Source: an optimization exercise on an open RTL-to-GDS flow (aim: small area, a short achievable clock period and few clock cycles per item). Production flows keep margins and buffers that such runs may drop. Function was checked by simulation only, so behaviour that the tests miss may differ from the original.

==> design.v <==
`timescale 1ns / 1ps
`default_nettype none
package fsmap_pkg;
    localparam int S_TDATA_W = 72;
    localparam int M_TDATA_W = 32;
    localparam int OP_W      = 2;
    localparam int PADDR_W   = 5;
    localparam int PDATA_W   = 32;
    localparam logic [23:0] REGION0_RESET = 24'h001004;
    localparam logic [23:0] REGION1_RESET = 24'h004001;
    localparam logic [23:0] REGION2_RESET = 24'h008007;
    localparam logic [23:0] REGION3_RESET = 24'h000000;
    localparam logic [31:0] BASE_RESET    = 32'h0800_0000;
    localparam logic [7:0]  FIRST_RESET   = 8'd0;
    localparam logic [4:0]  SCALE_RESET   = 5'd1;
    localparam logic [25:0] END0_RESET = 26'd64;
    localparam logic [25:0] END1_RESET = 26'd128;
    localparam logic [25:0] END2_RESET = 26'd1024;
    localparam logic [25:0] END3_RESET = 26'd1024;
    localparam logic [1:0] OP_ADDR  = 2'd0;
    localparam logic [1:0] OP_SIZE  = 2'd1;
    localparam logic [1:0] OP_START = 2'd2;
    localparam logic [1:0] OP_END   = 2'd3;
endpackage
`default_nettype wire
`timescale 1ns / 1ps
`default_nettype none
import fsmap_pkg::*;
module fsmap_regs
(
    input  wire                clk,
    input  wire                rst_n,
    input  wire                psel,
    input  wire                penable,
    input  wire                pwrite,
    input  wire  [PADDR_W-1:0] paddr,
    input  wire  [PDATA_W-1:0] pwdata,
    output logic [PDATA_W-1:0] prdata,
    output logic               pready,
    output logic [23:0]        region0,
    output logic [23:0]        region1,
    output logic [23:0]        region2,
    output logic [23:0]        region3,
    output logic [31:0]        base,
    output logic [7:0]         first_index,
    output logic [4:0]         scale,
    output logic               region_wr
);
    logic       wr_en;
    logic [2:0] ridx;
    assign pready    = 1'b1;
    assign wr_en     = psel && penable && pwrite;
    assign ridx      = paddr[4:2];
    assign region_wr = wr_en && !ridx[2];
    always_comb
    begin
        case (ridx)
            3'd0:    prdata = {8'd0, region0};
            3'd1:    prdata = {8'd0, region1};
            3'd2:    prdata = {8'd0, region2};
            3'd3:    prdata = {8'd0, region3};
            3'd4:    prdata = base;
            3'd5:    prdata = {24'd0, first_index};
            3'd6:    prdata = {27'd0, scale};
            default: prdata = '0;
        endcase
    end
    always_ff @(posedge clk or negedge rst_n)
    begin
        if (!rst_n)
        begin
            region0     <= REGION0_RESET;
            region1     <= REGION1_RESET;
            region2     <= REGION2_RESET;
            region3     <= REGION3_RESET;
            base        <= BASE_RESET;
            first_index <= FIRST_RESET;
            scale       <= SCALE_RESET;
        end
        else if (wr_en)
        begin
            case (ridx)
                3'd0: region0     <= pwdata[23:0];
                3'd1: region1     <= pwdata[23:0];
                3'd2: region2     <= pwdata[23:0];
                3'd3: region3     <= pwdata[23:0];
                3'd4: base        <= pwdata;
                3'd5: first_index <= pwdata[7:0];
                3'd6: scale       <= pwdata[4:0];
                default: ;
            endcase
        end
    end
endmodule
`default_nettype wire
`timescale 1ns / 1ps
`default_nettype none
import fsmap_pkg::*;
module fsmap_ctrl
(
    input  wire          clk,
    input  wire          rst_n,
    input  wire          region_wr,
    input  wire          fast,
    input  wire          s_tvalid,
    input  wire          accept,
    input  wire          adv,
    input  wire          pipe_empty,
    input  wire  [7:0]   cnt0,
    input  wire  [7:0]   cnt1,
    input  wire  [7:0]   cnt2,
    input  wire  [7:0]   cnt3,
    input  wire  [15:0]  size0,
    input  wire  [15:0]  size1,
    input  wire  [15:0]  size2,
    input  wire  [15:0]  size3,
    input  wire  [7:0]   q_mul,
    input  wire  [15:0]  q_size,
    input  wire          r2_valid,
    input  wire  [23:0]  r2_dividend,
    input  wire  [15:0]  r2_size,
    output logic         idle,
    output logic         mul_ready,
    output logic         div_done,
    output logic [23:0]  acc,
    output logic [25:0]  end0,
    output logic [25:0]  end1,
    output logic [25:0]  end2,
    output logic [25:0]  end3
);
    typedef enum logic [2:0] {
        E_IDLE = 3'd0,
        E_PMUL = 3'd1,
        E_PADD = 3'd2,
        E_QMUL = 3'd3,
        E_QRDY = 3'd4,
        E_QWAIT = 3'd5,
        E_QDIV = 3'd6,
        E_QDONE = 3'd7
    } est_t;
    est_t        st;
    logic [2:0]  step;
    logic [1:0]  reg_r;
    logic [7:0]  p_cnt;
    logic [15:0] p_size;
    logic [7:0]  m_bits;
    logic [15:0] m_size;
    logic        m_bit;
    logic [23:0] m_prod;
    logic [23:0] d_in;
    logic [16:0] d_top;
    logic        d_ge;
    logic [23:0] d_next;
    logic [25:0] e_prev;
    logic [25:0] e_sum;
    assign idle      = (st == E_IDLE);
    assign mul_ready = (st == E_QRDY);
    assign div_done  = (st == E_QDONE);
    always_comb
    begin
        case (reg_r)
            2'd0:    begin p_cnt = cnt0; p_size = size0; e_prev = '0;   end
            2'd1:    begin p_cnt = cnt1; p_size = size1; e_prev = end0; end
            2'd2:    begin p_cnt = cnt2; p_size = size2; e_prev = end1; end
            default: begin p_cnt = cnt3; p_size = size3; e_prev = end2; end
        endcase
    end
    assign m_bits = (st == E_PMUL) ? p_cnt : q_mul;
    assign m_size = (st == E_PMUL) ? p_size : q_size;
    assign m_bit  = m_bits[3'd7 - step];
    assign m_prod = ((step == 3'd0) ? 24'd0 : {acc[22:0], 1'b0}) + (m_bit ? 24'(m_size) : 24'd0);
    assign d_in   = (step == 3'd0) ? r2_dividend : acc;
    assign d_top  = d_in[23:7];
    assign d_ge   = (d_top >= {1'b0, r2_size});
    assign d_next = {d_ge ? 16'(d_top - {1'b0, r2_size}) : d_top[15:0], d_in[6:0], d_ge};
    assign e_sum = e_prev + 26'(acc);
    always_ff @(posedge clk or negedge rst_n)
    begin
        if (!rst_n)
        begin
            st    <= E_IDLE;
            step  <= '0;
            reg_r <= '0;
            end0  <= END0_RESET;
            end1  <= END1_RESET;
            end2  <= END2_RESET;
            end3  <= END3_RESET;
        end
        else if (region_wr)
        begin
            st    <= E_PMUL;
            step  <= '0;
            reg_r <= '0;
        end
        else
        begin
            case (st)
                E_IDLE:
                begin
                    step <= '0;
                    if (!fast && s_tvalid && pipe_empty)
                        st <= E_QMUL;
                end
                E_PMUL, E_QMUL:
                begin
                    step <= step + 1'b1;
                    if (step == 3'd7)
                        st <= (st == E_PMUL) ? E_PADD : E_QRDY;
                end
                E_PADD:
                begin
                    case (reg_r)
                        2'd0:    end0 <= e_sum;
                        2'd1:    end1 <= e_sum;
                        2'd2:    end2 <= e_sum;
                        default: end3 <= e_sum;
                    endcase
                    reg_r <= reg_r + 1'b1;
                    st    <= (reg_r == 2'd3) ? E_IDLE : E_PMUL;
                end
                E_QRDY:
                begin
                    if (accept)
                        st <= E_QWAIT;
                end
                E_QWAIT:
                begin
                    step <= '0;
                    if (r2_valid)
                        st <= E_QDIV;
                end
                E_QDIV:
                begin
                    step <= step + 1'b1;
                    if (step == 3'd7)
                        st <= E_QDONE;
                end
                default:
                begin
                    if (adv)
                        st <= E_IDLE;
                end
            endcase
        end
    end
    always_ff @(posedge clk)
    begin
        if (st == E_PMUL || st == E_QMUL)
            acc <= m_prod;
        else if (st == E_QDIV)
            acc <= d_next;
    end
endmodule
`default_nettype wire
`timescale 1ns / 1ps
`default_nettype none
import fsmap_pkg::*;
module fsmap_dp
(
    input  wire          clk,
    input  wire          rst_n,
    input  wire  [23:0]  region0,
    input  wire  [23:0]  region1,
    input  wire  [23:0]  region2,
    input  wire  [23:0]  region3,
    input  wire  [31:0]  base,
    input  wire  [7:0]   first_index,
    input  wire  [4:0]   scale,
    input  wire          s_tvalid,
    output logic         s_tready,
    input  wire  [71:0]  s_tdata,
    input  wire  [1:0]   s_tuser,
    output logic         m_tvalid,
    input  wire          m_tready,
    output logic [31:0]  m_tdata,
    output logic         m_tuser,
    output logic         fast,
    output logic         accept,
    output logic         adv,
    output logic         pipe_empty,
    output logic [7:0]   cnt0,
    output logic [7:0]   cnt1,
    output logic [7:0]   cnt2,
    output logic [7:0]   cnt3,
    output logic [7:0]   q_mul,
    output logic [15:0]  q_size,
    output logic         r2_valid,
    output logic [23:0]  r2_dividend,
    output logic [15:0]  r2_size,
    input  wire          eng_idle,
    input  wire          eng_mul_ready,
    input  wire          eng_div_done,
    input  wire  [23:0]  eng_acc,
    input  wire  [25:0]  end0,
    input  wire  [25:0]  end1,
    input  wire  [25:0]  end2,
    input  wire  [25:0]  end3
);
    logic [15:0] size [4];
    logic [3:0]  shf  [4];
    logic [3:0]  pow2;
    logic [3:0]  live;
    logic [9:0]  cum1, cum2, cum3, cum4;     
    assign size[0] = region0[23:8];
    assign size[1] = region1[23:8];
    assign size[2] = region2[23:8];
    assign size[3] = region3[23:8];
    assign live[0] = |region0[7:0];
    assign live[1] = live[0] && |region1[7:0];
    assign live[2] = live[1] && |region2[7:0];
    assign live[3] = live[2] && |region3[7:0];
    assign cnt0 = live[0] ? region0[7:0] : 8'd0;
    assign cnt1 = live[1] ? region1[7:0] : 8'd0;
    assign cnt2 = live[2] ? region2[7:0] : 8'd0;
    assign cnt3 = live[3] ? region3[7:0] : 8'd0;
    assign cum1 = 10'(cnt0);
    assign cum2 = cum1 + 10'(cnt1);
    assign cum3 = cum2 + 10'(cnt2);
    assign cum4 = cum3 + 10'(cnt3);
    always_comb
    begin
        for (int r = 0; r < 4; r++)
        begin
            shf[r] = '0;
            for (int b = 0; b < 16; b++)
                if (size[r][b])
                    shf[r] = 4'(b);
            pow2[r] = ((size[r] & (size[r] - 16'd1)) == 16'd0);
        end
    end
    assign fast = &(pow2 | ~live);
    logic [31:0] addr;
    logic [7:0]  sec;
    logic [31:0] nbytes;
    logic [32:0] off;
    logic        low_ok;
    logic [21:0] bytes_m1;
    logic [3:0]  sin;
    logic [1:0]  s_reg;
    logic [9:0]  s_before;
    logic [7:0]  s_j;
    logic [21:0] x0;
    logic        ok0;
    assign addr   = s_tdata[31:0];
    assign sec    = s_tdata[39:32];
    assign nbytes = s_tdata[71:40];
    assign off      = {1'b0, addr} - {1'b0, base};
    assign low_ok   = !off[32] && (off[9:0] == 10'd0);
    assign bytes_m1 = 22'((nbytes - 32'd1) >> 10);
    assign sin[0] = (10'(sec) < cum1);
    assign sin[1] = (10'(sec) < cum2);
    assign sin[2] = (10'(sec) < cum3);
    assign sin[3] = (10'(sec) < cum4);
    always_comb
    begin
        if (sin[0])      begin s_reg = 2'd0; s_before = 10'd0; end
        else if (sin[1]) begin s_reg = 2'd1; s_before = cum1;  end
        else if (sin[2]) begin s_reg = 2'd2; s_before = cum2;  end
        else             begin s_reg = 2'd3; s_before = cum3;  end
    end
    assign s_j    = 8'(10'(sec) - s_before);
    assign q_mul  = s_j;
    assign q_size = size[s_reg];
    assign x0 = (s_tuser == OP_END) ? bytes_m1 : off[31:10];
    always_comb
    begin
        case (s_tuser)
            OP_ADDR:  ok0 = 1'b1;
            OP_SIZE:  ok0 = sin[3];
            OP_START: ok0 = low_ok;
            default:  ok0 = sin[3] && (nbytes != 32'd0);
        endcase
    end
    logic        r1_v, r2_v;
    logic        out_free;
    logic        stall_div;
    assign out_free   = !m_tvalid || m_tready;
    assign stall_div  = r2_v && !fast && !eng_div_done;
    assign adv        = out_free && !stall_div;
    assign s_tready   = adv && (fast ? eng_idle : eng_mul_ready);
    assign accept     = s_tvalid && s_tready;
    assign pipe_empty = !r1_v && !r2_v;
    assign r2_valid   = r2_v;
    logic [1:0]  r1_op;
    logic [21:0] r1_x;
    logic [7:0]  r1_j;
    logic [1:0]  r1_reg;
    logic        r1_ok;
    logic        is_end;
    logic [25:0] e_before;
    logic [23:0] prod;
    logic [26:0] pos;
    logic [27:0] dm0, dm1, dm2;
    logic        lt0, lt1, lt2, found;
    logic [1:0]  p_reg;
    logic [23:0] p_off;
    logic        ok1;
    assign is_end = (r1_op == OP_END);
    always_comb
    begin
        case (r1_reg)
            2'd0:    e_before = '0;
            2'd1:    e_before = end0;
            2'd2:    e_before = end1;
            default: e_before = end2;
        endcase
    end
    assign prod = fast ? ((size[r1_reg] == 16'd0) ? 24'd0 : 24'({15'd0, r1_j} << shf[r1_reg])) : eng_acc;
    assign pos  = (is_end ? 27'(e_before) + 27'(prod) : 27'd0) + 27'(r1_x);
    assign dm0   = {1'b0, pos} - 28'(end0);
    assign dm1   = {1'b0, pos} - 28'(end1);
    assign dm2   = {1'b0, pos} - 28'(end2);
    assign lt0   = dm0[27];
    assign lt1   = dm1[27];
    assign lt2   = dm2[27];
    assign found = (pos < 27'(end3));
    always_comb
    begin
        if (lt0)      begin p_reg = 2'd0; p_off = pos[23:0]; end
        else if (lt1) begin p_reg = 2'd1; p_off = dm0[23:0]; end
        else if (lt2) begin p_reg = 2'd2; p_off = dm1[23:0]; end
        else          begin p_reg = 2'd3; p_off = dm2[23:0]; end
    end
    assign ok1 = (r1_op == OP_SIZE) ? r1_ok : (r1_ok && found);
    logic [1:0]  r2_op;
    logic        r2_ok;
    logic [23:0] r2_off;
    logic [1:0]  r2_reg;
    logic [3:0]  sh2;
    logic [7:0]  quo;
    logic        rem_zero;
    logic [9:0]  before2;
    logic [10:0] idx;
    logic [15:0] scaled;
    logic [15:0] ans;
    logic        vres;
    assign r2_dividend = r2_off;
    assign r2_size     = size[r2_reg];
    assign sh2         = shf[r2_reg];
    always_comb
    begin
        case (r2_reg)
            2'd0:    before2 = 10'd0;
            2'd1:    before2 = cum1;
            2'd2:    before2 = cum2;
            default: before2 = cum3;
        endcase
    end
    assign quo      = fast ? 8'(r2_off >> sh2) : eng_acc[7:0];
    assign rem_zero = fast ? ((r2_off & ~(24'hFF_FFFF << sh2)) == 24'd0)
                           : (eng_acc[23:8] == 16'd0);
    assign idx      = ((r2_op == OP_ADDR) ? 11'(first_index) : 11'd0) + 11'(before2) + 11'(quo);
    assign scaled   = 16'(idx) * 16'(scale);
    always_comb
    begin
        case (r2_op)
            OP_ADDR:  begin ans = r2_ok ? scaled : 16'd0;        vres = r2_ok; end
            OP_SIZE:  begin ans = r2_ok ? r2_size : 16'd0;       vres = r2_ok; end
            OP_START: begin ans = 16'(r2_ok && rem_zero);        vres = 1'b1;  end
            default:  begin ans = r2_ok ? 16'(idx) : 16'd0;      vres = r2_ok; end
        endcase
    end
    logic [15:0] ans_q;
    assign m_tdata = {16'd0, ans_q};
    always_ff @(posedge clk or negedge rst_n)
    begin
        if (!rst_n)
        begin
            r1_v     <= 1'b0;
            r2_v     <= 1'b0;
            m_tvalid <= 1'b0;
        end
        else if (adv)
        begin
            r1_v     <= accept;
            r2_v     <= r1_v;
            m_tvalid <= r2_v;
        end
        else if (m_tready)
        begin
            m_tvalid <= 1'b0;
        end
    end
    always_ff @(posedge clk)
    begin
        if (adv)
        begin
            r1_op  <= s_tuser;
            r1_x   <= x0;
            r1_j   <= s_j;
            r1_reg <= s_reg;
            r1_ok  <= ok0;
            r2_op  <= r1_op;
            r2_ok  <= ok1;
            r2_off <= p_off;
            r2_reg <= (r1_op == OP_SIZE) ? r1_reg : p_reg;
            if (r2_v)
            begin
                ans_q   <= ans;
                m_tuser <= vres;
            end
        end
    end
endmodule
`default_nettype wire
`timescale 1ns / 1ps
`default_nettype none
import fsmap_pkg::*;
module flash_sector_mapper
(
    input  wire                  clk,
    input  wire                  rst_n,
    input  wire                  s_tvalid,
    output logic                 s_tready,
    input  wire  [S_TDATA_W-1:0] s_tdata,    
    input  wire  [OP_W-1:0]      s_tuser,    
    output logic                 m_tvalid,
    input  wire                  m_tready,
    output logic [M_TDATA_W-1:0] m_tdata,    
    output logic                 m_tuser,    
    input  wire                  psel,
    input  wire                  penable,
    input  wire                  pwrite,
    input  wire  [PADDR_W-1:0]   paddr,
    input  wire  [PDATA_W-1:0]   pwdata,
    output logic [PDATA_W-1:0]   prdata,
    output logic                 pready
);
    logic [23:0] region0, region1, region2, region3;
    logic [31:0] base;
    logic [7:0]  first_index;
    logic [4:0]  scale;
    logic        region_wr;
    logic        fast, accept, adv, pipe_empty;
    logic [7:0]  cnt0, cnt1, cnt2, cnt3;
    logic [7:0]  q_mul;
    logic [15:0] q_size;
    logic        r2_valid;
    logic [23:0] r2_dividend;
    logic [15:0] r2_size;
    logic        eng_idle, eng_mul_ready, eng_div_done;
    logic [23:0] eng_acc;
    logic [25:0] end0, end1, end2, end3;
    fsmap_regs u_regs (
        .clk         (clk),
        .rst_n       (rst_n),
        .psel        (psel),
        .penable     (penable),
        .pwrite      (pwrite),
        .paddr       (paddr),
        .pwdata      (pwdata),
        .prdata      (prdata),
        .pready      (pready),
        .region0     (region0),
        .region1     (region1),
        .region2     (region2),
        .region3     (region3),
        .base        (base),
        .first_index (first_index),
        .scale       (scale),
        .region_wr   (region_wr)
    );
    fsmap_ctrl u_ctrl (
        .clk         (clk),
        .rst_n       (rst_n),
        .region_wr   (region_wr),
        .fast        (fast),
        .s_tvalid    (s_tvalid),
        .accept      (accept),
        .adv         (adv),
        .pipe_empty  (pipe_empty),
        .cnt0        (cnt0),
        .cnt1        (cnt1),
        .cnt2        (cnt2),
        .cnt3        (cnt3),
        .size0       (region0[23:8]),
        .size1       (region1[23:8]),
        .size2       (region2[23:8]),
        .size3       (region3[23:8]),
        .q_mul       (q_mul),
        .q_size      (q_size),
        .r2_valid    (r2_valid),
        .r2_dividend (r2_dividend),
        .r2_size     (r2_size),
        .idle        (eng_idle),
        .mul_ready   (eng_mul_ready),
        .div_done    (eng_div_done),
        .acc         (eng_acc),
        .end0        (end0),
        .end1        (end1),
        .end2        (end2),
        .end3        (end3)
    );
    fsmap_dp u_dp (
        .clk           (clk),
        .rst_n         (rst_n),
        .region0       (region0),
        .region1       (region1),
        .region2       (region2),
        .region3       (region3),
        .base          (base),
        .first_index   (first_index),
        .scale         (scale),
        .s_tvalid      (s_tvalid),
        .s_tready      (s_tready),
        .s_tdata       (s_tdata),
        .s_tuser       (s_tuser),
        .m_tvalid      (m_tvalid),
        .m_tready      (m_tready),
        .m_tdata       (m_tdata),
        .m_tuser       (m_tuser),
        .fast          (fast),
        .accept        (accept),
        .adv           (adv),
        .pipe_empty    (pipe_empty),
        .cnt0          (cnt0),
        .cnt1          (cnt1),
        .cnt2          (cnt2),
        .cnt3          (cnt3),
        .q_mul         (q_mul),
        .q_size        (q_size),
        .r2_valid      (r2_valid),
        .r2_dividend   (r2_dividend),
        .r2_size       (r2_size),
        .eng_idle      (eng_idle),
        .eng_mul_ready (eng_mul_ready),
        .eng_div_done  (eng_div_done),
        .eng_acc       (eng_acc),
        .end0          (end0),
        .end1          (end1),
        .end2          (end2),
        .end3          (end3)
    );
endmodule
`default_nettype wire
==> run.sh <==
#!/bin/bash
# synth_recipe.tcl (not shown) runs the flow's synth.tcl, then flattens the netlist and writes it again
# the make line also repeats each setting of config.mk as NAME=value (left out here)
make -C /OpenROAD-flow-scripts/flow DESIGN_CONFIG=/design/flow/config.mk WORK_HOME=/design/flow/orfs CLKGATE_MAP_FILE= SYNTH_SCRIPT=/design/flow/synth_recipe.tcl finish
==> config.mk <==
export PLATFORM = sky130hd
export DESIGN_NAME = flash_sector_mapper
export DESIGN_NICKNAME = flash_sector_mapper
export VERILOG_FILES = /design/flow/design.v
export SDC_FILE = /design/flow/constraint.sdc
export NUM_CORES = 4
export LEC_CHECK = 0
export CAP_MARGIN = 20
export CORE_MARGIN = 2
export CORE_UTILIZATION = 40
export SLEW_MARGIN = 20
==> constraint.sdc <==
create_clock -name core_clock -period 11.0 [get_ports {clk}]
set_input_delay 2.2000 -clock core_clock [delete_from_list [all_inputs] [get_ports {clk}]]
set_output_delay 2.2000 -clock core_clock [all_outputs]
set_load 0.01 [all_outputs]
==> results_dict.tcl <==
set metrics [dict create \
    grt_pass1_wl_um 199000 \
    syn_area_um2 37200 \
    critPathLaunchType "flop" \
    ios 186 \
    core_um2 91900 \
    ys_seq_area_frac 0.257 \
    cts_sinks 361 \
    finalCritPeriodShare 0.944 \
    grt_setup_unrepaired "no" \
    netlist_instances 4403 \
    yosysMostFrequentCell "nand2_1" \
    drt.antenna.violating_nets 0 \
    async_flop_share 0.709 \
    via_per_inst 5.93 \
    worstMarginPinSlew_ns 1.04 \
    port_buffers 166 \
    firstDrtPassIters 8 \
    drc 0 \
    max_slew_margin 0.294 \
    largest_register "u_regs.base" \
    yosysTopAreaCell "dfrtp_1" \
    outcome "timing/DRC/antenna clean" \
    synth_top_flop_cell "dfrtp_1" \
    cts_tree "yes" \
    final_layout_size_suffix_gt1_frac 0.121 \
    overflow 0 \
    track_usage 0.271 \
    antenna_found_initial 2 \
    hpwl_um 102000 \
    h-tree-depth 2 \
    finalSetupViolCount 0 \
    slowest_delay_ns 0.48 \
    vias 34400 \
    crit_path_end_kind "flop" \
    finalNetCount 5032 \
    fp-row-count 111 \
    fmax_mhz 96.3 \
    diodes 0 \
    path_clk_slew_ns 0.06 \
    utilization 0.462 \
    critPathMaxFanout 46 \
    critPathArrivalTime_ns 10.89 \
    largest_reg_flops 32 \
    clock_latency_ns 0.64 \
    ys_warn_count 5 \
    hold_viol 0 \
    critical_path_required_ns 11.50 \
    cts_made_buffers 47 \
    start_util 0.405 \
    hp-class "flop to flop" \
    synthTopCellsByCount "393 x nand2_1, 340 x o21ai_0, 335 x ha_1" \
    fin_tns_setup_ns 0 \
    synthTopCellsByArea "dfrtp_1 16%, ha_1 11%, edfxtp_1 8.5%, mux2_2 6.0%, o21ai_0 4.6%" \
    period_needed_ns 10.39 \
    slew_violations 0 \
    drt-total-wl_um 132000 \
    die_w_um 309 \
    syn_avg_cell_area_um2 8.45 \
    synth_top_area_frac 0.163 \
    die_h_um 309 \
    ys_ff_latch 361 \
    skew_ns 0.0187 \
    ctsRootBufferMaster "clkbuf_16" \
    routabilityCongestion 0.981 \
    die_area_um2 95500 \
    synth_cell_type_count 86 \
    critPathKind "flop to flop" \
    cts_buffer_depth 3 \
    areaGrowthSynthToFinish_pct 14.1 \
    drt_iter0_markers 3248 \
    cap_violations 0 \
    wl_per_cell_um 22.7 \
    grt_start_max_net_pins 96 \
    grt_pass1_vias 32400 \
    worst_path_max_delay_cell "or3_1" \
    synth_edf_count 105 \
]
==> final timing paths <==
| kind | depth (start not counted) | to | start | slack (ns) |
|---|---|---|---|---|
| setup / recovery | 43 | u_dp.r2_off[18] | u_regs.region0[11] | 0.61 |
| min in group asynchronous | 1 | u_ctrl.end0[19] | rst_n | 1.63 |
| max in group asynchronous | 3 | u_regs.region0[13] | rst_n | 7.11 |
| hold / removal | 2 | u_ctrl.end3[24] | u_ctrl.end3[24] | 0.48 |
| setup reg to reg | 43 | u_dp.r2_off[18] | u_regs.region0[11] | 0.61 |
| hold reg to reg | 2 | u_ctrl.end3[24] | u_ctrl.end3[24] | 0.48 |
==> cells in the final DEF (no fill, tap or decap), types with 46 or more instances in the layout <==
cell and count:
nor2b_1 50, nor3_1 66, mux2_2 198, and3_1 57, nand2b_1 51, and2_1 87, o21a_1 55, buf_4 144
ha_1 332, clkdlybuf4s50_1 164, nand2_1 393, edfxtp_1 105, clkbuf_16 48, nand3_1 81, xnor2_1 122, a221oi_1 56
xor2_1 90, o21ai_0 338, dfrtp_1 241, fa_1 49, a21o_1 117, inv_1 327, a211oi_1 61, mux2i_1 90
o22ai_1 46, nor2_1 316, a21oi_1 307
==> final cells by class <==
cell class	count	area [µm²]
Inverter	328	1230
Tap cell	1243	1560
Clock inverter	28	354
Fill cell	9097	49500
Timing Repair Buffer	312	2780
Sequential cell	361	9580
Multi-Input combinational cell	3480	25700
Clock buffer	60	1290
==> repair_timing <==
action | in CTS | in global routing
hold buffers | 0 | 0
resized for setup | 0 | 27
setup buffers | 0 | 1
endpoints found under the setup margin | 0 | 37
==> worst max-delay path: cells and delay by family, from the launching register on <==
| kind | cells | cell delay (ns) |
|---|---|---|
| AO/OA/AOI/OAI | 20 | 4.85 |
| AND/OR/NAND/NOR | 10 | 2.00 |
| adder cells (fa/ha/maj) | 5 | 1.47 |
| buffers and inverters | 5 | 0.95 |
| flip-flops | 1 | 0.46 |
| XOR/XNOR | 2 | 0.36 |
| multiplexers | 1 | 0.15 |
==> cells by family after synthesis <==
group | synth area share
adder cells (fa/ha/maj) | 0.140
multiplexers | 0.110
other | 0.000202
AO/OA/AOI/OAI | 0.225
flip-flops | 0.257
XOR/XNOR | 0.0511
buffers and inverters | 0.0602
AND/OR/NAND/NOR | 0.156
==> layer usage <==
| layer | part of all wire | wire (µm) | GRT usage | vias up |
|---|---|---|---|---|
| met5 | 0.000076 | 10 | 0 | - |
| met2 | 0.44 | 58000 | 0.422 | 1386 |
| met3 | 0.078 | 10300 | 0.0412 | 227 |
| li1 | - | - | - | 16200 |
| met4 | 0.039 | 5170 | 0.0989 | 2 |
| met1 | 0.44 | 58800 | 0.381 | 16600 |
==> per-stage QoR <==
step	area [µm²]	cells	hold slack (ns)	setup slack [ns]
after floorplan	37300	4418	0.450	0.939
after global placement	40700	5722	0.466	0.174
after detailed placement	40700	5722	0.471	0.0698
after CTS	42300	5810	0.485	0.00416
after global routing	42500	5812	0.501	0.0109
final	42500	5812	0.481	0.613
Testbench counts, summed over its fixed seeds: cycles 5,136, queries 4,800.

## static timing again, ports no longer ideal
In the flow no input, the clock included, has a driving cell. The finished layout below was timed again as built, in two steps. Step 1 (the two cells are an assumption about what drives the block):
set clk [get_ports {clk}]
set_driving_cell -lib_cell sky130_fd_sc_hd__clkbuf_16 $clk
set_driving_cell -lib_cell sky130_fd_sc_hd__buf_2 [delete_from_list [all_inputs] $clk]
Step 2 times the ports against the registers' clock, not the clock port: input delays grow and output delays shrink by t, the midpoint of the rising clock arrivals with the driver on. a / b / c = ideal / step 1 / step 2; a / b = the first two.
t (ns): 0.697
slack for setup (ns): 0.613 / 0.613 / 0.595
worst register clock-pin slew, ns: 0.07 / 0.07
worst data-port slew with drivers (ns): 0.08
After both steps setup and hold are still met in this run. The setup slack of this run moves by 0.000 ns with the drivers and by -0.018 ns with both steps.
